What follows belongs to an exercise in optimizing a design on an open flow for small area; a production flow would make more cautious choices.
At most, simulation tests tie the RTL to the original design; equivalence was not proved.
No activity file was given, so power comes from the tool's default toggle rates.

==> module bp_aor8, before the edit <==
module bp_aor8 (
	input logic [7:0] i_sel,
	input logic [63:0] i_d,
	output logic [7:0] o_y
);
	always_comb begin
		o_y = '0;
		for (int i = 0; i < 8; i++)
			o_y = o_y | ({8{i_sel[i]}} & i_d[i*8 +: 8]);
	end
endmodule
clock: 7.0 ns
lec_check: 0
cap_margin: 5
core_margin: 2
core_utilization: 60
cts_buf_list: sky130_fd_sc_hd__clkbuf_16
cts_cluster_diameter: 80
cts_cluster_size: 30
gpl_timing_driven: 0
setup_slack_margin: 0.05
slew_margin: 5
synth_hierarchical: 1
standard.sh (not shown) runs the stock make flow with config.mk's settings and CLKGATE_MAP_FILE= SYNTH_SCRIPT=/design/flow/synth_recipe.tcl, a recipe that flattens the netlist after the stock synthesis.
==> flow/flow/run.sh <==
#!/bin/bash
# Standard ORFS layout with three changes: yosys/abc buffers are removed at floorplan
# (repair_design re-buffers what needs it), ports get the smallest buffer cell, and
# CTS adds no dummy loads. Each tool's output stays in orfs/logs; make's own output
# goes to standard.log.
set -euo pipefail
export REMOVE_ABC_BUFFERS=1
export BUFFER_PORTS_ARGS="-buffer_cell sky130_fd_sc_hd__buf_1"
export CTS_ARGS="-sink_clustering_enable -repair_clock_nets -sink_clustering_size 30 -sink_clustering_max_diameter 80 -buf_list sky130_fd_sc_hd__clkbuf_16 -dont_use_dummy_load"
bash standard.sh > standard.log 2>&1
Change:
--- a/flow/design.v
+++ b/flow/design.v
@@ -161,14 +161,49 @@
 	input logic [7:0] i_sel,
 	input logic [63:0] i_d,
 	output logic [7:0] o_y
 );
-	always_comb begin
-		o_y = '0;
-		for (int i = 0; i < 8; i++)
-			o_y = o_y | ({8{i_sel[i]}} & i_d[i*8 +: 8]);
+	for (genvar b = 0; b < 8; b++) begin : g_bit
+		logic [2:0] l1;
+		bp_aoi222 u_a (
+			.i_s0(i_sel[0]), .i_d0(i_d[0*8 + b]),
+			.i_s1(i_sel[1]), .i_d1(i_d[1*8 + b]),
+			.i_s2(i_sel[2]), .i_d2(i_d[2*8 + b]),
+			.o_y(l1[0])
+		);
+		bp_aoi222 u_b (
+			.i_s0(i_sel[3]), .i_d0(i_d[3*8 + b]),
+			.i_s1(i_sel[4]), .i_d1(i_d[4*8 + b]),
+			.i_s2(i_sel[5]), .i_d2(i_d[5*8 + b]),
+			.o_y(l1[1])
+		);
+		bp_aoi22 u_c (
+			.i_a(i_sel[6]), .i_b(i_d[6*8 + b]),
+			.i_c(i_sel[7]), .i_d(i_d[7*8 + b]),
+			.o_y(l1[2])
+		);
+		bp_nand3 u_out (.i_a(l1[0]), .i_b(l1[1]), .i_c(l1[2]), .o_y(o_y[b]));
 	end
 endmodule
+module bp_aoi222 (
+	input logic i_s0,
+	input logic i_d0,
+	input logic i_s1,
+	input logic i_d1,
+	input logic i_s2,
+	input logic i_d2,
+	output logic o_y
+);
+	assign o_y = ~((i_s0 & i_d0) | (i_s1 & i_d1) | (i_s2 & i_d2));
+endmodule
+module bp_nand3 (
+	input logic i_a,
+	input logic i_b,
+	input logic i_c,
+	output logic o_y
+);
+	assign o_y = ~(i_a & i_b & i_c);
+endmodule
 module bp_aoi22 (
 	input logic i_a,
 	input logic i_b,
 	input logic i_c,
=> Global-route usage is higher by 0.92 points; fmax came out lower by 1.0%; die area falls by 2.1%; first-iteration DRC count rose by about 27%; area after synthesis is lower by about 2%.
Function not checked in the second run of this note: the RTL went through the layout flow alone.

========
run 1:
bp_top, a different RTL version from the one above (not shown whole).
For scale: roughly 2400 cells after synthesis, ~0.030 mm² of cells after synthesis.
==> module bp_aor32, before the edit <==
module bp_aor32 (
	input logic [31:0] i_sel,
	input logic [255:0] i_d,
	output logic [7:0] o_y
);
	always_comb begin
		o_y = '0;
		for (int i = 0; i < 32; i++)
			o_y = o_y | ({8{i_sel[i]}} & i_d[i*8 +: 8]);
	end
endmodule
export LEC_CHECK = 0
export CAP_MARGIN = 0
export CORE_MARGIN = 2
export CORE_UTILIZATION = 60
export CTS_BUF_LIST = sky130_fd_sc_hd__clkbuf_16
export CTS_CLUSTER_DIAMETER = 80
export CTS_CLUSTER_SIZE = 30
export GPL_TIMING_DRIVEN = 0
export SETUP_SLACK_MARGIN = 0.05
export SLEW_MARGIN = 0
export SYNTH_HIERARCHICAL = 1
create_clock -name core_clock -period 7.0 [get_ports {clk}]
Scripts as last shown in full above: flow/flow/run.sh
What the final checks of run 1 revealed, after a flow that finished every stage, was a layout that fails on setup timing.
#### Input delta (run 2 over run 1)
-- flow/design.v --
<<< run 1, line 100
	output logic [7:0] o_y
);
	always_comb begin
		o_y = '0;
		for (int i = 0; i < 32; i++)
			o_y = o_y | ({8{i_sel[i]}} & i_d[i*8 +: 8]);
	end
endmodule
`timescale 1ns/1ps
>>> run 2, line 100
	output logic [7:0] o_y
);
	logic [7:0] part [4];
	for (genvar k = 0; k < 4; k++) begin : g_part
		bp_aor8 u_part (.i_sel(i_sel[8*k +: 8]), .i_d(i_d[64*k +: 64]), .o_y(part[k]));
	end
	for (genvar b = 0; b < 8; b++) begin : g_bit
		logic [1:0] l3;
		bp_nor2 u_nor0 (.i_a(part[0][b]), .i_b(part[1][b]), .o_y(l3[0]));
		bp_nor2 u_nor1 (.i_a(part[2][b]), .i_b(part[3][b]), .o_y(l3[1]));
		bp_nand2 u_out (.i_a(l3[0]), .i_b(l3[1]), .o_y(o_y[b]));
	end
endmodule
module bp_aor8 (
	input logic [7:0] i_sel,
	input logic [63:0] i_d,
	output logic [7:0] o_y
);
	always_comb begin
		o_y = '0;
		for (int i = 0; i < 8; i++)
			o_y = o_y | ({8{i_sel[i]}} & i_d[i*8 +: 8]);
	end
endmodule
module bp_aoi22 (
	input logic i_a,
	input logic i_b,
	input logic i_c,
	input logic i_d,
	output logic o_y
);
	assign o_y = ~((i_a & i_b) | (i_c & i_d));
endmodule
module bp_nand4 (
	input logic i_a,
	input logic i_b,
	input logic i_c,
	input logic i_d,
	output logic o_y
);
	assign o_y = ~(i_a & i_b & i_c & i_d);
endmodule
module bp_nor2 (
	input logic i_a,
	input logic i_b,
	output logic o_y
);
	assign o_y = ~(i_a | i_b);
endmodule
module bp_nand2 (
	input logic i_a,
	input logic i_b,
	output logic o_y
);
	assign o_y = ~(i_a & i_b);
endmodule
`timescale 1ns/1ps
[summary]
- Run 2 | status: complete | timing, DRC, antenna: pass
- What the final checks of run 1 revealed, after a flow that finished every stage, was a layout that fails on setup timing.
- Run 2 vs. run 1: net switching power figure went up by 0.064 mW.
- Looking only at met2 track utilization from global routing, and setting everything else aside, the lower value of run 2 and run 1 goes to run 2.
- Between run 1 and run 2, the flow reports die span in y increasing slightly.
- Sequential share of layout area essentially unchanged between run 2 and run 1.
- Half-perimeter wire length of the detailed placement result in run 2 is 4.0% below run 1.
- Run 2 ended with less post-route fraction of the period consumed by the critical path than run 1.
- On power density relative to cell area, run 2 and run 1 are neck and neck.
- Count of unique library cells instantiated by Yosys went down slightly going from run 1 to run 2.
- Summary of run 2 over run 1: synthesized area increased 1.1%; synthesized cell count rose 32.
Only the layout flow was run in run 1; the RTL was not checked for function there.

========
bp_top, a different RTL version from the one above (not shown whole).
For scale: about 2200 cells after synthesis, about 690 flip-flops, about 110 I/O pins.
==> module bp_dec5, before the edit <==
module bp_dec5 (
	input logic [4:0] i_a,
	output logic [31:0] o_y
);
	always_comb begin
		for (int i = 0; i < 32; i++)
			o_y[i] = (i_a == 5'(i));
	end
endmodule
==> module bp_top, before the edit <==
module bp_top (
	input logic clk,
	input logic rst_n,
	input bp_pkg::alu_op_t i_alu_op,
	input bp_pkg::pc_t i_pc,
	input bp_pkg::pc_t i_imm,
	input logic i_resolve,
	input logic i_taken,
	output logic o_pred_taken,
	output bp_pkg::pc_t o_next_pc
);
	logic [15:0] hist_q;
	logic [1:0] base_q [64];
	logic [31:0] t1_v_q;
	logic [3:0] t1_tag_q [32];
	logic [2:0] t1_ctr_q [32];
	logic [31:0] t2_v_q;
	logic [3:0] t2_tag_q [32];
	logic [2:0] t2_ctr_q [32];
	logic rec_v_q;
	logic [5:0] rec_base_idx_q;
	logic [4:0] rec_t1_idx_q;
	logic [3:0] rec_t1_tag_q;
	logic [4:0] rec_t2_idx_q;
	logic [3:0] rec_t2_tag_q;
	logic rec_p1_q;    
	logic rec_p2_q;    
	logic [2:0] rec_ctr_q;
	logic [4:0] f1_idx, f2_idx;
	logic [3:0] f1_tag, f2_tag;
	bp_fold u_fold (
		.i_hist(hist_q),
		.o_f1_idx(f1_idx),
		.o_f1_tag(f1_tag),
		.o_f2_idx(f2_idx),
		.o_f2_tag(f2_tag)
	);
	logic [5:0] base_idx;
	logic [4:0] t1_idx, t2_idx;
	logic [3:0] t1_tag, t2_tag;
	assign base_idx = i_pc[7:2];
	assign t1_idx = i_pc[6:2] ^ f1_idx;
	assign t2_idx = i_pc[6:2] ^ f2_idx;
	assign t1_tag = i_pc[10:7] ^ f1_tag;
	assign t2_tag = i_pc[10:7] ^ f2_tag;
	logic [1:0] base_rd;
	logic [2:0] t1_ctr, t2_ctr;
	logic t1_hit, t2_hit;
	logic [31:0] t1_sel, t2_sel;
	logic [255:0] t1_flat, t2_flat;
	logic [7:0] t1_ent, t2_ent;
	always_comb begin
		for (int i = 0; i < 32; i++) begin
			t1_flat[i*8 +: 8] = {t1_v_q[i], t1_tag_q[i], t1_ctr_q[i]};
			t2_flat[i*8 +: 8] = {t2_v_q[i], t2_tag_q[i], t2_ctr_q[i]};
		end
	end
	bp_dec5 u_t1_dec (.i_a(t1_idx), .o_y(t1_sel));
	bp_dec5 u_t2_dec (.i_a(t2_idx), .o_y(t2_sel));
	logic [7:0] t1_ent_n, t2_ent_n;
	bp_aor32n u_t1_rd (.i_sel(t1_sel), .i_d(t1_flat), .o_yn(t1_ent_n));
	bp_aor32n u_t2_rd (.i_sel(t2_sel), .i_d(t2_flat), .o_yn(t2_ent_n));
	assign t1_ent = ~t1_ent_n;
	assign t2_ent = ~t2_ent_n;
	logic [63:0] base_sel;
	logic [127:0] base_flat;
	always_comb begin
		for (int i = 0; i < 64; i++)
			base_flat[i*2 +: 2] = base_q[i];
	end
	bp_dec6 u_base_dec (.i_a(base_idx), .o_y(base_sel));
	bp_aor64 u_base_rd (.i_sel(base_sel), .i_d(base_flat), .o_y(base_rd));
	assign t1_ctr = t1_ent[2:0];
	assign t2_ctr = t2_ent[2:0];
	assign t1_hit = t1_ent[7] && (t1_ent[6:3] == t1_tag);
	assign t2_hit = t2_ent[7] && (t2_ent[6:3] == t2_tag);
	logic is_branch;
	logic prov_dir;
	logic [2:0] prov_ctr;
	assign is_branch = (i_alu_op == bp_pkg::OP_BEQ) || (i_alu_op == bp_pkg::OP_BLT) ||
		(i_alu_op == bp_pkg::OP_BGE);
	always_comb begin
		if (t2_hit)
			prov_ctr = t2_ctr;
		else if (t1_hit)
			prov_ctr = t1_ctr;
		else
			prov_ctr = {1'b0, ~base_rd[1], base_rd[0]};
	end
	assign prov_dir = (t2_hit || t1_hit) ? prov_ctr[2] : prov_ctr[1];
	assign o_pred_taken = is_branch && prov_dir;
	assign o_next_pc = o_pred_taken ? (i_pc + i_imm) : i_pc;
	logic upd, rec_dir, mispred;
	logic base_we, t1_we, t2_we;
	logic [1:0] base_wd;
	logic [2:0] t1_wd, t2_wd;
	logic [2:0] alloc_ctr;
	logic [2:0] step3;
	logic [1:0] step2;
	assign upd = i_resolve && rec_v_q;
	assign rec_dir = (rec_p1_q || rec_p2_q) ? rec_ctr_q[2] : rec_ctr_q[1];
	assign mispred = rec_dir != i_taken;
	assign alloc_ctr = i_taken ? 3'd4 : 3'd3;
	assign step3 = bp_pkg::ctr3_next(rec_ctr_q, i_taken);
	assign step2 = bp_pkg::ctr2_next(rec_ctr_q[1:0], i_taken);
	assign base_we = upd && !rec_p1_q && !rec_p2_q;
	assign t1_we = upd && (rec_p1_q || (!rec_p2_q && mispred));
	assign t2_we = upd && (rec_p2_q || (rec_p1_q && mispred));
	assign base_wd = {~step2[1], step2[0]};
	assign t1_wd = rec_p1_q ? step3 : alloc_ctr;
	assign t2_wd = rec_p2_q ? step3 : alloc_ctr;
	always_ff @(posedge clk or negedge rst_n) begin
		if (!rst_n) begin
			for (int i = 0; i < 64; i++)
				base_q[i] <= 2'd0;
		end else if (base_we) begin
			base_q[rec_base_idx_q] <= base_wd;
		end
	end
	always_ff @(posedge clk or negedge rst_n) begin
		if (!rst_n) begin
			t1_v_q <= '0;
			t2_v_q <= '0;
		end else begin
			for (int i = 0; i < 32; i++) begin
				if (t1_we && (rec_t1_idx_q == 5'(i)))
					t1_v_q[i] <= 1'b1;
				if (t2_we && (rec_t2_idx_q == 5'(i)))
					t2_v_q[i] <= 1'b1;
			end
		end
	end
	always_ff @(posedge clk) begin
		if (t1_we) begin
			t1_tag_q[rec_t1_idx_q] <= rec_t1_tag_q;
			t1_ctr_q[rec_t1_idx_q] <= t1_wd;
		end
		if (t2_we) begin
			t2_tag_q[rec_t2_idx_q] <= rec_t2_tag_q;
			t2_ctr_q[rec_t2_idx_q] <= t2_wd;
		end
	end
	always_ff @(posedge clk or negedge rst_n) begin
		if (!rst_n)
			hist_q <= '0;
		else if (i_resolve)
			hist_q <= {hist_q[14:0], i_taken};
	end
	always_ff @(posedge clk or negedge rst_n) begin
		if (!rst_n)
			rec_v_q <= 1'b0;
		else if (is_branch)
			rec_v_q <= 1'b1;
		else if (i_resolve)
			rec_v_q <= 1'b0;
	end
	always_ff @(posedge clk) begin
		if (is_branch) begin
			rec_base_idx_q <= base_idx;
			rec_t1_idx_q <= t1_idx;
			rec_t1_tag_q <= t1_tag;
			rec_t2_idx_q <= t2_idx;
			rec_t2_tag_q <= t2_tag;
			rec_p1_q <= t1_hit && !t2_hit;
			rec_p2_q <= t2_hit;
			rec_ctr_q <= prov_ctr;
		end
	end
endmodule
export LEC_CHECK = 0
export CAP_MARGIN = 5
export CORE_MARGIN = 2
export CORE_UTILIZATION = 60
export CTS_BUF_LIST = sky130_fd_sc_hd__clkbuf_16
export CTS_CLUSTER_DIAMETER = 80
export CTS_CLUSTER_SIZE = 30
export GPL_TIMING_DRIVEN = 0
export SETUP_SLACK_MARGIN = 0.05
export SLEW_MARGIN = 5
export SYNTH_HIERARCHICAL = 1
create_clock -name core_clock -period 7.0 [get_ports {clk}]
==> flow/flow/run.sh <==
#!/bin/bash
# Standard ORFS layout with three changes: yosys/abc buffers are removed at floorplan
# (repair_design re-buffers what needs it), ports get the smallest buffer cell, and
# CTS adds no dummy loads. Each tool's output stays in orfs/logs; make's own output
# goes to standard.log.
set -euo pipefail
export REMOVE_ABC_BUFFERS=1
export RECOVER_POWER=100
export POST_GLOBAL_ROUTE_TCL="$PWD/flow/post_grt.tcl"
export BUFFER_PORTS_ARGS="-buffer_cell sky130_fd_sc_hd__buf_1"
export CTS_ARGS="-sink_clustering_enable -repair_clock_nets -sink_clustering_size 30 -sink_clustering_max_diameter 80 -buf_list sky130_fd_sc_hd__clkbuf_16 -dont_use_dummy_load"
bash standard.sh > standard.log 2>&1
==> flow/flow/post_grt.tcl <==
# After power recovery has downsized gates with slack, fix any slew or load
# that the downsizing pushed over the limits, then setup timing again.
global_route -start_incremental
repair_design -slew_margin 5 -cap_margin 5 -match_cell_footprint -verbose
detailed_placement
global_route -end_incremental
estimate_parasitics -global_routing
global_route -start_incremental
repair_timing -setup -setup_margin 0.05 -match_cell_footprint -verbose
detailed_placement
global_route -end_incremental
estimate_parasitics -global_routing
==> next run, changes <==
--- a/flow/design.v
+++ b/flow/design.v
@@ -129,15 +129,18 @@
 	assign o_y = ~(i_a | i_b | i_c | i_d);
 endmodule
 `timescale 1ns/1ps
 module bp_dec5 (
 	input logic [4:0] i_a,
+	input logic [4:0] i_b,
 	output logic [31:0] o_y
 );
+	logic [4:0] idx;
+	assign idx = i_a ^ i_b;
 	always_comb begin
 		for (int i = 0; i < 32; i++)
-			o_y[i] = (i_a == 5'(i));
+			o_y[i] = (idx == 5'(i));
 	end
 endmodule
 module bp_aor32n (
 	input logic [31:0] i_sel,
 	input logic [255:0] i_d,
@@ -282,12 +285,12 @@
 		for (int i = 0; i < 32; i++) begin
 			t1_flat[i*8 +: 8] = {t1_v_q[i], t1_tag_q[i], t1_ctr_q[i]};
 			t2_flat[i*8 +: 8] = {t2_v_q[i], t2_tag_q[i], t2_ctr_q[i]};
 		end
 	end
-	bp_dec5 u_t1_dec (.i_a(t1_idx), .o_y(t1_sel));
-	bp_dec5 u_t2_dec (.i_a(t2_idx), .o_y(t2_sel));
+	bp_dec5 u_t1_dec (.i_a(i_pc[6:2]), .i_b(f1_idx), .o_y(t1_sel));
+	bp_dec5 u_t2_dec (.i_a(i_pc[6:2]), .i_b(f2_idx), .o_y(t2_sel));
 	logic [7:0] t1_ent_n, t2_ent_n;
 	bp_aor32n u_t1_rd (.i_sel(t1_sel), .i_d(t1_flat), .o_yn(t1_ent_n));
 	bp_aor32n u_t2_rd (.i_sel(t2_sel), .i_d(t2_flat), .o_yn(t2_ent_n));
 	assign t1_ent = ~t1_ent_n;
 	assign t2_ent = ~t2_ent_n;
Effect: Via count went down slightly. Global-route usage went up by 0.32 points. Clock power barely changes. Sequential share of layout area went up by 0.52 points. Die area stays flat. Non-clock buffer count went down by 5. Wire length went up slightly. Maximum frequency went up slightly. Register-to-register slack barely changes. Design area went down slightly. Hold slack improves by 0.0030 ns. Utilization went down by 1.5 points.
No functional check of the RTL was part of the first run of this note.

## re-timing with driven ports
The results above use ideal ports. As a check the final layouts listed here were re-extracted and re-timed, cells and wires unchanged. Step 1: set_driving_cell puts a clkbuf_16 on clk and a buf_2 on each other input, an assumption about the parent block. Step 2 times the ports against the registers' clock, not the clock port: input delays grow and output delays shrink by t, the midpoint of the rising clock arrivals with the driver on. Three values: ideal, step 1, step 2; two values: the first two.
| run | t, ns | slack for setup (ns) | clock arrival spread, ns | worst register clock-pin slew, ns | cell pins on the clock port's net |
|---|---|---|---|---|---|
| the first run of note 1 | 0.623 | 0.245 / 0.199 / 0.199 | 0.070 / 0.069 | 0.11 / 0.11 | 1 |
| the second run of note 1 | 0.605 | 0.176 / 0.128 / 0.128 | 0.101 / 0.101 | 0.11 / 0.11 | 1 |
| run 1 | 0.653 | -0.022 / -0.046 / -0.046 | 0.094 / 0.093 | 0.11 / 0.11 | 1 |
| run 2 | 0.662 | 0.195 / 0.130 / 0.174 | 0.085 / 0.085 | 0.11 / 0.11 | 1 |
| the first run of note 3 | 0.598 | 0.131 / 0.088 / 0.088 | 0.103 / 0.103 | 0.11 / 0.11 | 1 |
| the second run of note 3 | 0.607 | 0.163 / 0.134 / 0.134 | 0.102 / 0.102 | 0.11 / 0.11 | 1 |
For the second run of note 1, which loses most, drivers alone change the setup slack by -0.048 ns; drivers and shift together by -0.048 ns.
